From an optimization exercise on the open Yosys and OpenROAD flow, aimed at small area and a short achievable clock period; shortcuts taken in it are not production practice. RTL that was checked went through simulation tests only; none was proved equivalent to the original. Power and IR drop assume default switching activity.

Setup of run 1:
==> flow/design.v <==
`default_nettype none
module pong_sprite_renderer #(
    parameter int          N_SPRITES = 8,
    parameter int          IDX_W     = 3,
    parameter int          COORD_W   = 16,
    parameter logic [11:0] BG_COLOR  = 12'h111,
    parameter int          LATENCY   = 2
) (
    input  logic               clk,
    input  logic               rst,
    input  logic [COORD_W-1:0] h_cnt,
    input  logic [COORD_W-1:0] v_cnt,
    input  logic               pix_valid,
    input  logic [1:0]         sync_in,
    input  logic               frame_start,
    input  logic               wr_en,
    input  logic [IDX_W-1:0]   wr_idx,
    input  logic [COORD_W-1:0] wr_px,
    input  logic [COORD_W-1:0] wr_py,
    input  logic [COORD_W-1:0] wr_hw,
    input  logic [COORD_W-1:0] wr_hh,
    input  logic [11:0]        wr_color,
    input  logic               wr_enable,
    input  logic               cfg_commit,
    output logic               commit_pending,
    output logic [11:0]        rgb_out,
    output logic               rgb_valid,
    output logic [1:0]         sync_out
);
    localparam int CW = COORD_W;
    logic r_commit_pending;
    logic w_commit_now;
    logic w_wr_ok;
    assign w_commit_now = frame_start && (r_commit_pending || cfg_commit);
    assign w_wr_ok      = wr_en && ({1'b0, wr_idx} < (IDX_W+1)'(N_SPRITES));
    logic [CW:0]   w_dlo_h, w_dhi_h, w_dlo_v, w_dhi_v;
    logic [CW-1:0] w_lo_h, w_hi_h, w_lo_v, w_hi_v;
    logic          w_en;
    assign w_dlo_h = {1'b0, wr_px} - {1'b0, wr_hw};
    assign w_dhi_h = {1'b0, wr_px} + {1'b0, wr_hw} - 1'b1;
    assign w_dlo_v = {1'b0, wr_py} - {1'b0, wr_hh};
    assign w_dhi_v = {1'b0, wr_py} + {1'b0, wr_hh} - 1'b1;
    assign w_lo_h  = w_dlo_h[CW] ? {CW{1'b0}} : w_dlo_h[CW-1:0] + 1'b1;
    assign w_lo_v  = w_dlo_v[CW] ? {CW{1'b0}} : w_dlo_v[CW-1:0] + 1'b1;
    assign w_hi_h  = w_dhi_h[CW] ? {CW{1'b1}} : w_dhi_h[CW-1:0];
    assign w_hi_v  = w_dhi_v[CW] ? {CW{1'b1}} : w_dhi_v[CW-1:0];
    assign w_en    = wr_enable && (wr_hw != '0) && (wr_hh != '0);
    logic [CW-1:0] r_sh_lo_h [N_SPRITES];
    logic [CW-1:0] r_sh_hi_h [N_SPRITES];
    logic [CW-1:0] r_sh_lo_v [N_SPRITES];
    logic [CW-1:0] r_sh_hi_v [N_SPRITES];
    logic [11:0]   r_sh_color[N_SPRITES];
    logic          r_sh_en   [N_SPRITES];
    logic [CW-1:0] r_act_lo_h [N_SPRITES];
    logic [CW-1:0] r_act_hi_h [N_SPRITES];
    logic [CW-1:0] r_act_lo_v [N_SPRITES];
    logic [CW-1:0] r_act_hi_v [N_SPRITES];
    logic [11:0]   r_act_color[N_SPRITES];
    logic          r_act_en   [N_SPRITES];
    always_ff @(posedge clk or negedge rst) begin
        if (!rst) begin
            r_commit_pending <= 1'b0;
        end else if (w_commit_now) begin
            r_commit_pending <= 1'b0;
        end else if (cfg_commit) begin
            r_commit_pending <= 1'b1;
        end
    end
    logic [CW-1:0] r_h, r_v;
    logic          r_vld0, r_vld1;
    logic [1:0]    r_sync0, r_sync1;
    always_ff @(posedge clk or negedge rst) begin
        if (!rst) begin
            r_vld0  <= 1'b0;
            r_vld1  <= 1'b0;
            r_sync0 <= 2'b00;
            r_sync1 <= 2'b00;
        end else begin
            r_vld0  <= pix_valid;
            r_vld1  <= r_vld0;
            r_sync0 <= sync_in;
            r_sync1 <= r_sync0;
        end
    end
    always_ff @(posedge clk) begin
        r_h <= h_cnt;
        r_v <= v_cnt;
    end
    logic [N_SPRITES-1:0] w_hit;
    generate
        for (genvar gi = 0; gi < N_SPRITES; gi++) begin : g_sprite
            logic w_sel;
            assign w_sel = w_wr_ok && (wr_idx == IDX_W'(gi));
            always_ff @(posedge clk or negedge rst) begin
                if (!rst) begin
                    r_sh_en[gi]  <= 1'b0;
                    r_act_en[gi] <= 1'b0;
                end else begin
                    if (w_sel)        r_sh_en[gi]  <= w_en;
                    if (w_commit_now) r_act_en[gi] <= r_sh_en[gi];
                end
            end
            always_ff @(posedge clk) begin
                if (w_sel) begin
                    r_sh_lo_h[gi]  <= w_lo_h;
                    r_sh_hi_h[gi]  <= w_hi_h;
                    r_sh_lo_v[gi]  <= w_lo_v;
                    r_sh_hi_v[gi]  <= w_hi_v;
                    r_sh_color[gi] <= wr_color;
                end
                if (w_commit_now) begin
                    r_act_lo_h[gi]  <= r_sh_lo_h[gi];
                    r_act_hi_h[gi]  <= r_sh_hi_h[gi];
                    r_act_lo_v[gi]  <= r_sh_lo_v[gi];
                    r_act_hi_v[gi]  <= r_sh_hi_v[gi];
                    r_act_color[gi] <= r_sh_color[gi];
                end
            end
            logic w_ge_h, w_le_h, w_ge_v, w_le_v;
            always_comb begin
                w_ge_h = 1'b1;
                w_le_h = 1'b1;
                w_ge_v = 1'b1;
                w_le_v = 1'b1;
                for (int b = 0; b < CW; b++) begin
                    w_ge_h = (r_h[b] & ~r_act_lo_h[gi][b]) | ((r_h[b] | ~r_act_lo_h[gi][b]) & w_ge_h);
                    w_le_h = (r_act_hi_h[gi][b] & ~r_h[b]) | ((r_act_hi_h[gi][b] | ~r_h[b]) & w_le_h);
                    w_ge_v = (r_v[b] & ~r_act_lo_v[gi][b]) | ((r_v[b] | ~r_act_lo_v[gi][b]) & w_ge_v);
                    w_le_v = (r_act_hi_v[gi][b] & ~r_v[b]) | ((r_act_hi_v[gi][b] | ~r_v[b]) & w_le_v);
                end
            end
            assign w_hit[gi] = r_act_en[gi] && w_ge_h && w_le_h && w_ge_v && w_le_v;
        end
    endgenerate
    logic [11:0] w_c01, w_c23, w_c45, w_c67, w_c03, w_c47, w_color;
    logic        w_h01, w_h23, w_h45, w_h03;
    logic [11:0] r_rgb;
    assign w_h01   = w_hit[0] | w_hit[1];
    assign w_h23   = w_hit[2] | w_hit[3];
    assign w_h45   = w_hit[4] | w_hit[5];
    assign w_h03   = w_h01 | w_h23;
    assign w_c01   = w_hit[0] ? r_act_color[0] : r_act_color[1];
    assign w_c23   = w_hit[2] ? r_act_color[2] : r_act_color[3];
    assign w_c45   = w_hit[4] ? r_act_color[4] : r_act_color[5];
    assign w_c67   = w_hit[6] ? r_act_color[6] : (w_hit[7] ? r_act_color[7] : BG_COLOR);
    assign w_c03   = w_h01 ? w_c01 : w_c23;
    assign w_c47   = w_h45 ? w_c45 : w_c67;
    assign w_color = w_h03 ? w_c03 : w_c47;
    always_ff @(posedge clk or negedge rst) begin
        if (!rst) begin
            r_rgb <= 12'h000;
        end else begin
            r_rgb <= r_vld0 ? w_color : 12'h000;
        end
    end
    assign commit_pending = r_commit_pending;
    assign rgb_out        = r_rgb;
    assign rgb_valid      = r_vld1;
    assign sync_out       = r_sync1;
endmodule
`default_nettype wire
Settings: LEC_CHECK=0, CAP_MARGIN=20, CORE_MARGIN=2, CORE_UTILIZATION=60, CTS_BUF_LIST=sky130_fd_sc_hd__clkbuf_8 sky130_fd_sc_hd__clkbuf_4, CTS_CLUSTER_SIZE=20, SETUP_SLACK_MARGIN=3.7, SLEW_MARGIN=20; clock period 6.5 ns.
run.sh (not shown) runs the stock make flow with config.mk's settings and CLKGATE_MAP_FILE= SYNTH_SCRIPT=/design/flow/synth_recipe.tcl, a recipe that flattens the netlist after the stock synthesis.
Input changes introduced in run 2 (baseline for comparison: run 1):
# run 1
export LEC_CHECK = 0
export CAP_MARGIN = 20
export CORE_MARGIN = 2
export CORE_UTILIZATION = 60
export CTS_BUF_LIST = sky130_fd_sc_hd__clkbuf_8 sky130_fd_sc_hd__clkbuf_4
export CTS_CLUSTER_SIZE = 20
export SETUP_SLACK_MARGIN = 3.7
export SLEW_MARGIN = 20
create_clock -name core_clock -period 6.5 [get_ports {clk}]
# run 2
export LEC_CHECK = 0
export CAP_MARGIN = 20
export CORE_MARGIN = 2
export CORE_UTILIZATION = 40
export SLEW_MARGIN = 20
create_clock -name core_clock -period 6.5 [get_ports {clk}]
==> notes.md <==
In the metrics for run 1 and run 2, the one carrying the lower number of standard-cell rows in the floorplan is run 1. The run showing the smaller synthesis-to-finish area growth is run 2. Relative to run 1, run 2 improves post-route cell area. Run 1 fits on a die that is smaller than the die of run 2. Run 2: global-route usage lower than run 1. The lower data arrival time of the critical path of run 1 and run 2 is in run 1. Launch point of the worst path = wr_py[1]: run 2; launch point of the worst path = wr_px[0]: run 1. Between run 2 and run 1, it is run 2 whose share of power burned in combinational logic is lower, by 4.5 points. [run 2] utilization fell 30 points relative to run 1. Top achievable clock speed on run 2 is behind run 1. On run 2: met2 wire length is about 12% lower than what run 1 gave. Sort run 1 and run 2 by fraction of area in clock buffers and inverters desc -> top: run 2.
Setup changes, run 2 to run 3
# run 2
export LEC_CHECK = 0
export CAP_MARGIN = 20
export CORE_MARGIN = 2
export CORE_UTILIZATION = 40
export SLEW_MARGIN = 20
create_clock -name core_clock -period 6.5 [get_ports {clk}]
# run 3
export LEC_CHECK = 0
export CAP_MARGIN = 20
export CORE_MARGIN = 2
export CORE_UTILIZATION = 60
export SETUP_SLACK_MARGIN = 3.7
export SLEW_MARGIN = 20
create_clock -name core_clock -period 6.5 [get_ports {clk}]
Findings:
What run 2 reported for combinational group power has to be multiplied by 1.5 to get the figure for run 3.
Run 2 -> run 3: length of routed met3 wiring increased by more than a quarter
Going from run 2 to run 3, multi-input combinational gate total was more or less identical, post-route standard cell area excluding fillers went up by 7.8%, non-clock buffer count went up by 293, area growth from synthesis to final layout went up by 9.1 points.
The die used by run 3 is smaller than the one used by run 2.
No functional check of the RTL was part of any run of this note.

========
pong_sprite_renderer, a different RTL version from the one above (not shown whole).
Size: about 3100 cells after synthesis, roughly 0.049 mm² of cells after synthesis.
clock: 6.5 ns
lec_check: 0
cap_margin: 20
core_margin: 2
core_utilization: 60
cts_buf_list: sky130_fd_sc_hd__clkbuf_8 sky130_fd_sc_hd__clkbuf_4
cts_cluster_size: 20
setup_slack_margin: 3.5
slew_margin: 20
standard.sh (not shown) runs the stock make flow with config.mk's settings and CLKGATE_MAP_FILE= SYNTH_SCRIPT=/design/flow/synth_recipe.tcl, a recipe that flattens the netlist after the stock synthesis.
==> flow/flow/run.sh <==
#!/bin/bash
# Standard synthesis, then the combinational logic re-mapped by ABC for delay
# (flip-flop instances untouched), then the standard layout from floorplan on.
set -euo pipefail
here=$(pwd)
bash standard.sh synth > "$here/synth_std.log" 2>&1
R=$here/orfs/results/$FLOW_PLATFORM/pong_sprite_renderer/base
O=$here/orfs/objects/$FLOW_PLATFORM/pong_sprite_renderer/base
cp "$R/1_2_yosys.v" "$here/1_2_yosys_std.v"
YOSYS=yosys
[ -x "$FLOW_HOME/../tools/install/yosys/bin/yosys" ] && YOSYS="$FLOW_HOME/../tools/install/yosys/bin/yosys"
export REMAP_LIB="$FLOW_HOME/platforms/sky130hd/lib/sky130_fd_sc_hd__tt_025C_1v80.lib"
export REMAP_IN="$here/1_2_yosys_std.v"
export REMAP_OUT="$here/1_2_yosys_remap.v"
export REMAP_TOP="$FLOW_TOP"
export REMAP_CONSTR="$O/abc.constr"
export REMAP_SCRIPT="$here/flow/remap.abc"
export REMAP_DONTUSE="$(grep -o -- '-dont_use [A-Za-z0-9_]*' "$here/orfs/logs/$FLOW_PLATFORM/pong_sprite_renderer/base/1_2_yosys.log" | sort -u | tr '\n' ' ')"
"$YOSYS" -c "$here/flow/remap.tcl" > "$here/remap.log" 2>&1
cp "$REMAP_OUT" "$R/1_2_yosys.v"
touch "$R/1_2_yosys.v"
bash standard.sh > "$here/layout.log" 2>&1
==> flow/flow/remap.abc <==
strash
dc2
dch -f
map -D 1500
topo
buffer -p
upsize -D 1500
dnsize -D 1500
==> flow/flow/remap.tcl <==
# Re-map the combinational logic of the standard synthesis netlist with ABC,
# keeping every flip-flop (and tie) cell instance, with its name and cell type.
yosys -import
set lib $::env(REMAP_LIB)
read_liberty -ignore_miss_func -ignore_miss_dir -setattr liberty_cell $lib
read_verilog $::env(REMAP_IN)
hierarchy -top $::env(REMAP_TOP)
setattr -mod -set keep_hierarchy 1 sky130_fd_sc_hd__df* sky130_fd_sc_hd__edf* sky130_fd_sc_hd__conb_1
flatten
opt_clean -purge
techmap
opt -fast
abc -liberty $lib {*}$::env(REMAP_DONTUSE) -constr $::env(REMAP_CONSTR) -script $::env(REMAP_SCRIPT)
opt_clean -purge
setundef -zero
hilomap -singleton -hicell sky130_fd_sc_hd__conb_1 HI -locell sky130_fd_sc_hd__conb_1 LO
insbuf -buf sky130_fd_sc_hd__buf_4 A X
splitnets
opt_clean -purge
yosys rename -enumerate
check
blackbox sky130_fd_sc_hd__*
stat -liberty $lib
write_verilog -noattr -nohex -nodec $::env(REMAP_OUT)
Rerun with:
--- a/flow/config.mk
+++ b/flow/config.mk
@@ -9,6 +9,6 @@
 export CORE_MARGIN = 2
 export CORE_UTILIZATION = 60
-export CTS_BUF_LIST = sky130_fd_sc_hd__clkbuf_8 sky130_fd_sc_hd__clkbuf_4
-export CTS_CLUSTER_SIZE = 20
+export CTS_CLUSTER_DIAMETER = 150
+export CTS_CLUSTER_SIZE = 25
 export SETUP_SLACK_MARGIN = 3.5
 export SLEW_MARGIN = 20
The new run went through all stages and came out clean.
Synthesized area does not change.
Clock power falls by 39%.
Via count decreases by 3.4%.
Core utilization went down by 2.7 points.
Register-to-register slack is worse by 0.07 ns.
Count of clock-buffer cells in the layout went down by 218.
Worst hold slack gets better by 0.010 ns.
Final area is lower by about 3.7%.
Maximum frequency fell by 0.80%.
Non-clock buffer count climbs by 3.
Rerun with:
==> flow/run.sh (new file) <==
#!/bin/bash
# synth_recipe.tcl (not shown) runs the flow's synth.tcl, then flattens the netlist and writes it again
# the make line also repeats each setting of config.mk as NAME=value (left out here)
make -C /OpenROAD-flow-scripts/flow DESIGN_CONFIG=/design/flow/config.mk WORK_HOME=/design/flow/orfs CLKGATE_MAP_FILE= SYNTH_SCRIPT=/design/flow/synth_recipe.tcl finish
--- a/flow/config.mk
+++ b/flow/config.mk
@@ -9,6 +9,6 @@
 export CORE_MARGIN = 2
 export CORE_UTILIZATION = 60
-export CTS_CLUSTER_DIAMETER = 150
-export CTS_CLUSTER_SIZE = 25
+export CTS_BUF_LIST = sky130_fd_sc_hd__clkbuf_8 sky130_fd_sc_hd__clkbuf_4
+export CTS_CLUSTER_SIZE = 20
 export SETUP_SLACK_MARGIN = 3.5
 export SLEW_MARGIN = 20
removed: flow/flow/run.sh
removed: flow/flow/remap.abc
removed: flow/flow/remap.tcl
removed: flow/standard.sh
- The changed run ran to the end with no violations
- synthesized area grows by about 4.7%
- count of clock-buffer cells in the layout grows by 181
- via count grows by 6.4%
- synthesized cell count grows by 2.2%
- routed wire length grows by 9.9%
- setup slack got worse by 0.11 ns

re-timing with driven ports:
Ports are ideal in the flow. The routed layouts listed here were re-timed in OpenROAD.
Step 1 assumes that a clkbuf_16 drives the clock port and a buf_2 every other input.
Step 2 moves the port delays by t, midway between the first and last clock arrival at a register: inputs arrive t later, outputs are due t later. That takes back most of the time a late clock gives input paths.
Three values: ideal, step 1, step 2; two values: the first two.
run	t, ns	setup slack, ns	clock arrival spread, ns
run 1	0.912	2.724 / 2.747 / 1.834	0.053 / 0.053
run 2	0.819	1.150 / 1.196 / 0.377	0.030 / 0.030
run 3	0.796	2.505 / 2.535 / 1.739	0.032 / 0.032
the first run of note 2	0.893	3.214 / 3.257 / 2.367	0.039 / 0.039
the second run of note 2	0.726	3.188 / 3.182 / 2.457	0.041 / 0.041
the third run of note 2	0.917	3.074 / 3.074 / 2.263	0.028 / 0.028
After both steps every run listed still meets setup and hold. For run 1, which loses most, drivers alone change the setup slack by +0.023 ns; drivers and shift together by -0.890 ns.
